Context: an optimization exercise on an open-source flow, tuned for small area. The choices shown serve that exercise and are no tape-out recipe.
Where RTL was checked, it was by simulation tests only, not by an equivalence proof against the original.
No activity file was given, so power comes from the tool's default toggle rates.

==> wip/harbor: inputs <==
==> flow/design.v <==
package mips_rf_pkg;
    localparam int RF_DATA_W = 32;
    localparam int RF_ADDR_W = 5;
    localparam int REG_ZERO  = 0;
endpackage
module rf_scoreboard
#(
    parameter int ADDR_W = mips_rf_pkg::RF_ADDR_W,
    parameter int CNT_W  = 2
) (
    input  logic                              clk,
    input  logic                              rst,
    input  logic                              iss_en,
    input  logic [ADDR_W-1:0]                 iss_rd,
    input  logic                              wen,
    input  logic [ADDR_W-1:0]                 waddr,
    input  logic                              flush,
    output logic [2**ADDR_W-1:0][CNT_W-1:0]   cnt,
    output logic                              err
);
    localparam int               DEPTH   = 2**ADDR_W;
    localparam logic [CNT_W-1:0] CNT_MAX = '1;
    logic [DEPTH-1:0][CNT_W-1:0] r_cnt;
    logic                        r_err;
    logic [DEPTH-1:0]            w_inc;
    logic [DEPTH-1:0]            w_dec;
    logic [DEPTH-1:0]            w_ovf;
    always_comb begin
        w_inc = '0;
        w_dec = '0;
        w_ovf = '0;
        for (int r = 0; r < DEPTH; r++) begin
            if (r != mips_rf_pkg::REG_ZERO) begin
                w_inc[r] = iss_en && (iss_rd == ADDR_W'(r));
                w_dec[r] = wen && (waddr == ADDR_W'(r)) && (r_cnt[r] != '0);
                w_ovf[r] = !flush && w_inc[r] && !w_dec[r] && (r_cnt[r] == CNT_MAX);
            end
        end
    end
    always_ff @(posedge clk or negedge rst) begin
        if (!rst) begin
            r_cnt <= '0;
        end else begin
            for (int r = 0; r < DEPTH; r++) begin
                if (flush)
                    r_cnt[r] <= CNT_W'(w_inc[r]);    
                else if (w_inc[r] && !w_dec[r]) begin
                    if (r_cnt[r] != CNT_MAX)
                        r_cnt[r] <= r_cnt[r] + 1'b1;  
                end else if (w_dec[r] && !w_inc[r])
                    r_cnt[r] <= r_cnt[r] - 1'b1;
            end
        end
    end
    always_ff @(posedge clk or negedge rst) begin
        if (!rst)
            r_err <= 1'b0;
        else if (|w_ovf)
            r_err <= 1'b1;
    end
    assign cnt = r_cnt;
    assign err = r_err;
endmodule
module mips_regfile_sb
#(
    parameter int DATA_W = mips_rf_pkg::RF_DATA_W,
    parameter int ADDR_W = mips_rf_pkg::RF_ADDR_W,
    parameter int NUM_RD = 2,
    parameter int CNT_W  = 2
) (
    input  logic                       clk,
    input  logic                       rst,
    input  logic [NUM_RD*ADDR_W-1:0]   raddr,
    output logic [NUM_RD*DATA_W-1:0]   rdata,
    output logic [NUM_RD-1:0]          rbusy,
    input  logic                       wen,
    input  logic [ADDR_W-1:0]          waddr,
    input  logic [DATA_W-1:0]          wdata,
    input  logic                       iss_en,
    input  logic [ADDR_W-1:0]          iss_rd,
    input  logic                       flush,
    output logic                       err
);
    localparam int DEPTH = 2**ADDR_W;
    localparam int NGRP  = (DEPTH + 2) / 3;    
    logic [DEPTH-1:1][DATA_W-1:0] r_mem;
    logic [DEPTH-1:1]             r_vld;
    logic [DEPTH-1:0][CNT_W-1:0]  w_cnt;
    logic [DEPTH-1:1]             w_we;
    logic                         w_wr;
    assign w_wr = wen && (waddr != ADDR_W'(mips_rf_pkg::REG_ZERO));
    for (genvar r = 1; r < DEPTH; r++) begin : g_reg
        assign w_we[r] = wen && (waddr == ADDR_W'(r));
        always_ff @(posedge clk) begin
            if (w_we[r])
                r_mem[r] <= wdata;
        end
        always_ff @(posedge clk or negedge rst) begin
            if (!rst)
                r_vld[r] <= 1'b0;
            else if (w_we[r])
                r_vld[r] <= 1'b1;
        end
    end
    rf_scoreboard #(
        .ADDR_W (ADDR_W),
        .CNT_W  (CNT_W)
    ) u_sb (
        .clk    (clk),
        .rst    (rst),
        .iss_en (iss_en),
        .iss_rd (iss_rd),
        .wen    (wen),
        .waddr  (waddr),
        .flush  (flush),
        .cnt    (w_cnt),
        .err    (err)
    );
    logic [DEPTH-1:0][DATA_W-1:0] w_term;
    assign w_term[0] = wdata;
    assign w_term[DEPTH-1:1] = r_mem;
    logic [NUM_RD-1:0][NGRP-1:0][DATA_W-1:0] w_grp;
    logic [DEPTH-1:1]             w_chi, w_clo;    
    for (genvar r = 1; r < DEPTH; r++) begin : g_cbit
        assign w_chi[r] = w_cnt[r][1];
        assign w_clo[r] = w_cnt[r][0];
    end
    for (genvar i = 0; i < NUM_RD; i++) begin : g_rd
        logic [ADDR_W-1:0]            w_ra;
        logic                         w_hit;
        logic [DEPTH-1:0]             w_sel;
        logic [DEPTH-1:1]             w_dec;
        logic                         w_nz, w_ge2;
        assign w_ra  = raddr[i*ADDR_W +: ADDR_W];
        assign w_hit = w_wr && (waddr == w_ra);
        assign w_sel[0] = w_hit;
        for (genvar r = 1; r < DEPTH; r++) begin : g_sel
            assign w_dec[r] = (w_ra == ADDR_W'(r));
            assign w_sel[r] = !w_hit && r_vld[r] && w_dec[r];
        end
        for (genvar g = 0; g < NGRP; g++) begin : g_grp
            if (3*g + 2 < DEPTH) begin : g_3
                assign w_grp[i][g] = ({DATA_W{w_sel[3*g]}}   & w_term[3*g])
                                | ({DATA_W{w_sel[3*g+1]}} & w_term[3*g+1])
                                | ({DATA_W{w_sel[3*g+2]}} & w_term[3*g+2]);
            end else begin : g_2
                assign w_grp[i][g] = ({DATA_W{w_sel[3*g]}}   & w_term[3*g])
                                | ({DATA_W{w_sel[3*g+1]}} & w_term[3*g+1]);
            end
        end
        assign rdata[i*DATA_W +: DATA_W] =
              (w_grp[i][0] | w_grp[i][1] | w_grp[i][2]  | w_grp[i][3])
            | (w_grp[i][4] | w_grp[i][5] | w_grp[i][6]  | w_grp[i][7])
            | (w_grp[i][8] | w_grp[i][9] | w_grp[i][10]);
        assign w_ge2 = |(w_dec & w_chi);
        assign w_nz  = |(w_dec & w_clo);
        assign rbusy[i] = w_ge2 || (!w_hit && w_nz);
    end
endmodule
==> flow/flow/run.sh <==
#!/bin/bash
# Layout flow: the standard layout (standard.sh) with three changes:
#  - synthesis maps the combinational logic with an area-oriented ABC script
#    (flow/area.abc) instead of ORFS's delay-oriented one; the flip-flops are
#    mapped before ABC runs, so they are the standard synthesis's;
#  - port buffers use the smallest buffer cell;
#  - clock tree: small clusters of sinks on clkbuf_4 leaves, no dummy loads.
# All tool output goes to standard.log in the work folder (ORFS also keeps
# its per-step logs under orfs/logs/).
set -euo pipefail
W=$PWD
{ cat "$W/flow/abc_area.tcl"; cat "$W/synth_recipe.tcl"; } > "$W/synth_area.tcl"
export AREA_ABC_SCRIPT="$W/flow/area.abc"
bash "$W/standard.sh" SYNTH_SCRIPT="$W/synth_area.tcl" \
  "BUFFER_PORTS_ARGS=-buffer_cell sky130_fd_sc_hd__buf_1" \
  "CTS_ARGS=-sink_clustering_enable -repair_clock_nets -dont_use_dummy_load -buf_list sky130_fd_sc_hd__clkbuf_4 -sink_clustering_size 10 -sink_clustering_max_diameter 35" \
  finish > "$W/standard.log" 2>&1
==> flow/flow/abc_area.tcl <==
# Prepended to the standard flow's synthesis script: the final ABC technology mapping
# uses flow/area.abc (area-oriented mapping) in place of ORFS's speed script.
# Only the combinational logic is remapped; the flip-flops are mapped before
# ABC runs and are the same as in the standard synthesis.
proc abc {args} {
  set i [lsearch -exact $args -script]
  if { $i >= 0 && [info exists ::env(AREA_ABC_SCRIPT)] } {
    set args [lreplace $args [expr {$i + 1}] [expr {$i + 1}] $::env(AREA_ABC_SCRIPT)]
  }
  yosys abc {*}$args
}
==> flow/flow/area.abc <==
&get -n
&st
&dch -f
&nf -p -C 32 -R 1000
&put
==> flow/standard.sh <==
#!/bin/bash
# synth_recipe.tcl (not shown) runs the flow's synth.tcl, then flattens the netlist and writes it again
# the make line also repeats each setting of config.mk as NAME=value (left out here)
make -C /OpenROAD-flow-scripts/flow DESIGN_CONFIG=/design/flow/config.mk WORK_HOME=/design/flow/orfs CLKGATE_MAP_FILE= SYNTH_SCRIPT=/design/flow/synth_recipe.tcl "${@:-finish}"
==> flow/config.mk <==
export PLATFORM = sky130hd
export DESIGN_NAME = mips_regfile_sb
export DESIGN_NICKNAME = mips_regfile_sb
export VERILOG_FILES = /design/flow/design.v
export SDC_FILE = /design/flow/constraint.sdc
export NUM_CORES = 4
export LEC_CHECK = 0
export CAP_MARGIN = 0
export CORE_MARGIN = 2
export CORE_UTILIZATION = 60
export SLEW_MARGIN = 0
==> flow/constraint.sdc <==
create_clock -name core_clock -period 6.0 [get_ports {clk}]
set_input_delay 1.2000 -clock core_clock [delete_from_list [all_inputs] [get_ports {clk}]]
set_output_delay 1.2000 -clock core_clock [all_outputs]
set_load 0.01 [all_outputs]
==> inputs of wip/garnet, as changes to wip/harbor <==
==> flow/design.v, changed modules only <==
module mips_regfile_sb
#(
    parameter int DATA_W = mips_rf_pkg::RF_DATA_W,
    parameter int ADDR_W = mips_rf_pkg::RF_ADDR_W,
    parameter int NUM_RD = 2,
    parameter int CNT_W  = 2
) (
    input  logic                       clk,
    input  logic                       rst,
    input  logic [NUM_RD*ADDR_W-1:0]   raddr,
    output logic [NUM_RD*DATA_W-1:0]   rdata,
    output logic [NUM_RD-1:0]          rbusy,
    input  logic                       wen,
    input  logic [ADDR_W-1:0]          waddr,
    input  logic [DATA_W-1:0]          wdata,
    input  logic                       iss_en,
    input  logic [ADDR_W-1:0]          iss_rd,
    input  logic                       flush,
    output logic                       err
);
    localparam int DEPTH = 2**ADDR_W;
    logic [DEPTH-1:0][DATA_W-1:0] r_mem;
    logic [DEPTH-1:0][CNT_W-1:0]  w_cnt;
    logic                         w_wr;
    assign w_wr = wen && (waddr != ADDR_W'(mips_rf_pkg::REG_ZERO));
    always_ff @(posedge clk or negedge rst) begin
        if (!rst)
            r_mem <= '0;
        else if (w_wr)
            r_mem[waddr] <= wdata;
    end
    rf_scoreboard #(
        .ADDR_W (ADDR_W),
        .CNT_W  (CNT_W)
    ) u_sb (
        .clk    (clk),
        .rst    (rst),
        .iss_en (iss_en),
        .iss_rd (iss_rd),
        .wen    (wen),
        .waddr  (waddr),
        .flush  (flush),
        .cnt    (w_cnt),
        .err    (err)
    );
    for (genvar i = 0; i < NUM_RD; i++) begin : g_rd
        logic [ADDR_W-1:0] w_ra;
        logic              w_hit;
        assign w_ra  = raddr[i*ADDR_W +: ADDR_W];
        assign w_hit = w_wr && (waddr == w_ra);
        assign rdata[i*DATA_W +: DATA_W] = w_hit ? wdata : r_mem[w_ra];
        assign rbusy[i] = w_cnt[w_ra] > CNT_W'(w_hit);
    end
endmodule
==> flow/run.sh (new file) <==
#!/bin/bash
# synth_recipe.tcl (not shown) runs the flow's synth.tcl, then flattens the netlist and writes it again
# the make line also repeats each setting of config.mk as NAME=value (left out here)
make -C /OpenROAD-flow-scripts/flow DESIGN_CONFIG=/design/flow/config.mk WORK_HOME=/design/flow/orfs CLKGATE_MAP_FILE= SYNTH_SCRIPT=/design/flow/synth_recipe.tcl finish
CAP_MARGIN = 20   (was 0)
CORE_UTILIZATION = 40   (was 60)
SLEW_MARGIN = 20   (was 0)
removed: flow/flow/run.sh
removed: flow/flow/abc_area.tcl
removed: flow/flow/area.abc
removed: flow/standard.sh
==> inputs of wip/maple, as changes to wip/harbor <==
==> flow/design.v, changed modules only <==
module mips_regfile_sb
#(
    parameter int DATA_W = mips_rf_pkg::RF_DATA_W,
    parameter int ADDR_W = mips_rf_pkg::RF_ADDR_W,
    parameter int NUM_RD = 2,
    parameter int CNT_W  = 2
) (
    input  logic                       clk,
    input  logic                       rst,
    input  logic [NUM_RD*ADDR_W-1:0]   raddr,
    output logic [NUM_RD*DATA_W-1:0]   rdata,
    output logic [NUM_RD-1:0]          rbusy,
    input  logic                       wen,
    input  logic [ADDR_W-1:0]          waddr,
    input  logic [DATA_W-1:0]          wdata,
    input  logic                       iss_en,
    input  logic [ADDR_W-1:0]          iss_rd,
    input  logic                       flush,
    output logic                       err
);
    localparam int DEPTH = 2**ADDR_W;
    logic [DEPTH-1:1][DATA_W-1:0] r_mem;
    logic [DEPTH-1:1]             r_vld;
    logic [DEPTH-1:0][CNT_W-1:0]  w_cnt;
    logic [DEPTH-1:1]             w_we;
    logic                         w_wr;
    assign w_wr = wen && (waddr != ADDR_W'(mips_rf_pkg::REG_ZERO));
    for (genvar r = 1; r < DEPTH; r++) begin : g_reg
        assign w_we[r] = wen && (waddr == ADDR_W'(r));
        always_ff @(posedge clk) begin
            if (w_we[r])
                r_mem[r] <= wdata;
        end
        always_ff @(posedge clk or negedge rst) begin
            if (!rst)
                r_vld[r] <= 1'b0;
            else if (w_we[r])
                r_vld[r] <= 1'b1;
        end
    end
    rf_scoreboard #(
        .ADDR_W (ADDR_W),
        .CNT_W  (CNT_W)
    ) u_sb (
        .clk    (clk),
        .rst    (rst),
        .iss_en (iss_en),
        .iss_rd (iss_rd),
        .wen    (wen),
        .waddr  (waddr),
        .flush  (flush),
        .cnt    (w_cnt),
        .err    (err)
    );
    for (genvar i = 0; i < NUM_RD; i++) begin : g_rd
        logic [ADDR_W-1:0] w_ra;
        logic              w_hit;
        logic [DEPTH-1:1]  w_sel;
        logic [DATA_W-1:0] w_data;
        assign w_ra  = raddr[i*ADDR_W +: ADDR_W];
        assign w_hit = w_wr && (waddr == w_ra);
        always_comb begin
            w_data = w_hit ? wdata : '0;
            for (int r = 1; r < DEPTH; r++) begin
                w_sel[r] = !w_hit && r_vld[r] && (w_ra == ADDR_W'(r));
                w_data   = w_data | ({DATA_W{w_sel[r]}} & r_mem[r]);
            end
        end
        assign rdata[i*DATA_W +: DATA_W] = w_data;
        assign rbusy[i] = w_cnt[w_ra] > CNT_W'(w_hit);
    end
endmodule
==> flow/run.sh (new file) <==
#!/bin/bash
# synth_recipe.tcl (not shown) runs the flow's synth.tcl, then flattens the netlist and writes it again
# the make line also repeats each setting of config.mk as NAME=value (left out here)
make -C /OpenROAD-flow-scripts/flow DESIGN_CONFIG=/design/flow/config.mk WORK_HOME=/design/flow/orfs CLKGATE_MAP_FILE= SYNTH_SCRIPT=/design/flow/synth_recipe.tcl finish
CAP_MARGIN = 20   (was 0)
CORE_UTILIZATION = 40   (was 60)
SLEW_MARGIN = 20   (was 0)
removed: flow/flow/run.sh
removed: flow/flow/abc_area.tcl
removed: flow/flow/area.abc
removed: flow/standard.sh
==> notes <==
- wip/maple completed and failed the layout checks on negative setup slack. wip/harbor ran to the end with no violations. wip/garnet passed the timing, design-rule and antenna checks.
- Clock power: wip/harbor < wip/maple < wip/garnet.
- Sequential power: wip/maple < wip/harbor < wip/garnet.
- Sequential share of layout area, lowest first: wip/garnet, wip/maple, wip/harbor.
- Non-clock buffer count, highest first: wip/maple, wip/garnet, wip/harbor.
- In flip-flop and latch count, wip/maple and wip/harbor do not differ.
- Area after synthesis, highest first: wip/garnet, wip/maple, wip/harbor.
- Cell area, highest first: wip/garnet, wip/maple, wip/harbor.
- The highest final cell count belongs to wip/garnet, the lowest to wip/harbor.
- Fmax, lowest first: wip/maple, wip/harbor, wip/garnet.
- Global-route usage: wip/garnet < wip/harbor < wip/maple.
- In combinational power, wip/garnet is at 2.5 times the value of wip/maple.
==> figures <==
|  | wip/harbor | wip/garnet | wip/maple |
|---|---|---|---|
| Levels on crit path | 11 | 14 | 13 |
| Portion of netlist area occupied by mux cells | 0.0997% | 42.1% | 1.81% |
| Placement-stage cell area | 0.0485 mm^2 | 0.0641 mm^2 | 0.0571 mm^2 |
| Detail Route met2 WL | 77300 um | 91600 um | 126000 um |
| Vias per Instance | 8.63 | 6.24 | 7.89 |
| Total Wirelength | 180000 um | 192000 um | 316000 um |
| Switching pwr | 3.54 mW | 6.40 mW | 5.02 mW |
| DRT Pass-1 Iters | 28 | 7 | 14 |
| Share of synthesized cell area in and, or, nand and nor gates | 8.57% | 4.07% | 10.5% |
| Shortest period the worst path allows | 5970 ps | 5820 ps | 6140 ps |
| Comb power frac | 9.6% | 22.6% | 11.2% |
| Area added between synthesis and finish | 10.2% | 13.6% | 20.5% |
| Worst setup startpoint | raddr[4] | waddr[0] | raddr[7] |
| Post-Synthesis Net Count | 2959 | 4231 | 4002 |
| Clk network pwr share | 26.5% | 33.5% | 41.8% |
| Static leakage power | 15.3 nW | 28.9 nW | 20.1 nW |
| Vias in the first global route | 36200 | 40400 | 44000 |
| Most common cell after layout, fill and taps aside | edfxtp_1 | dfrtp_1 | edfxtp_1 |
| Relative area of non-clock buffer cells in the final design | 3.35% | 5.04% | 9.23% |
| Most frequently used cell type in the post-synthesis netlist | edfxtp_1 | dfrtp_1 | edfxtp_1 |
| Share of the core filled with cells in the final layout | 66.9% | 45.7% | 48.7% |
| Run status | no timing/DRC/antenna violations | no timing/DRC/antenna violations | complete, but fails checks |
| Reasons for failing layout checks | - | - | negative setup slack |
| Launch instance of the worst register-to-register path | u_sb.r_cnt[17]$_DFFE_PN0P_ | u_sb.r_cnt[32]$_DFFE_PN0P_ | r_vld[16]$_DFFE_PN0P_ |
The RTL of wip/maple was laid out without a check of its function.

## re-timing with driven ports
How much do the figures lean on ideal ports? The routed layouts below were timed once more, with nothing changed but the port constraints.
Step 1, drivers: a clkbuf_16 drives clk and a buf_2 each remaining input, both assumed.
Step 2, shift: input delay + t, output delay - t, t = (earliest + latest rising clock arrival at the registers) / 2. This alone moves slack from input paths to output paths.
a / b / c = no drivers / after step 1 / after step 2; a / b = the first two.
| run | t, ns | setup slack, ns | worst setup path after step 2 |
|---|---|---|---|
| wip/harbor | 1.107 | 0.033 / 0.004 / 0.004 | input to output |
| wip/garnet | 0.806 | 0.182 / 0.158 / 0.158 | input to output |
| wip/maple | 0.861 | -0.144 / -0.178 / -0.178 | input to output |
For wip/maple, which loses most, drivers alone change the setup slack by -0.034 ns; drivers and shift together by -0.034 ns.
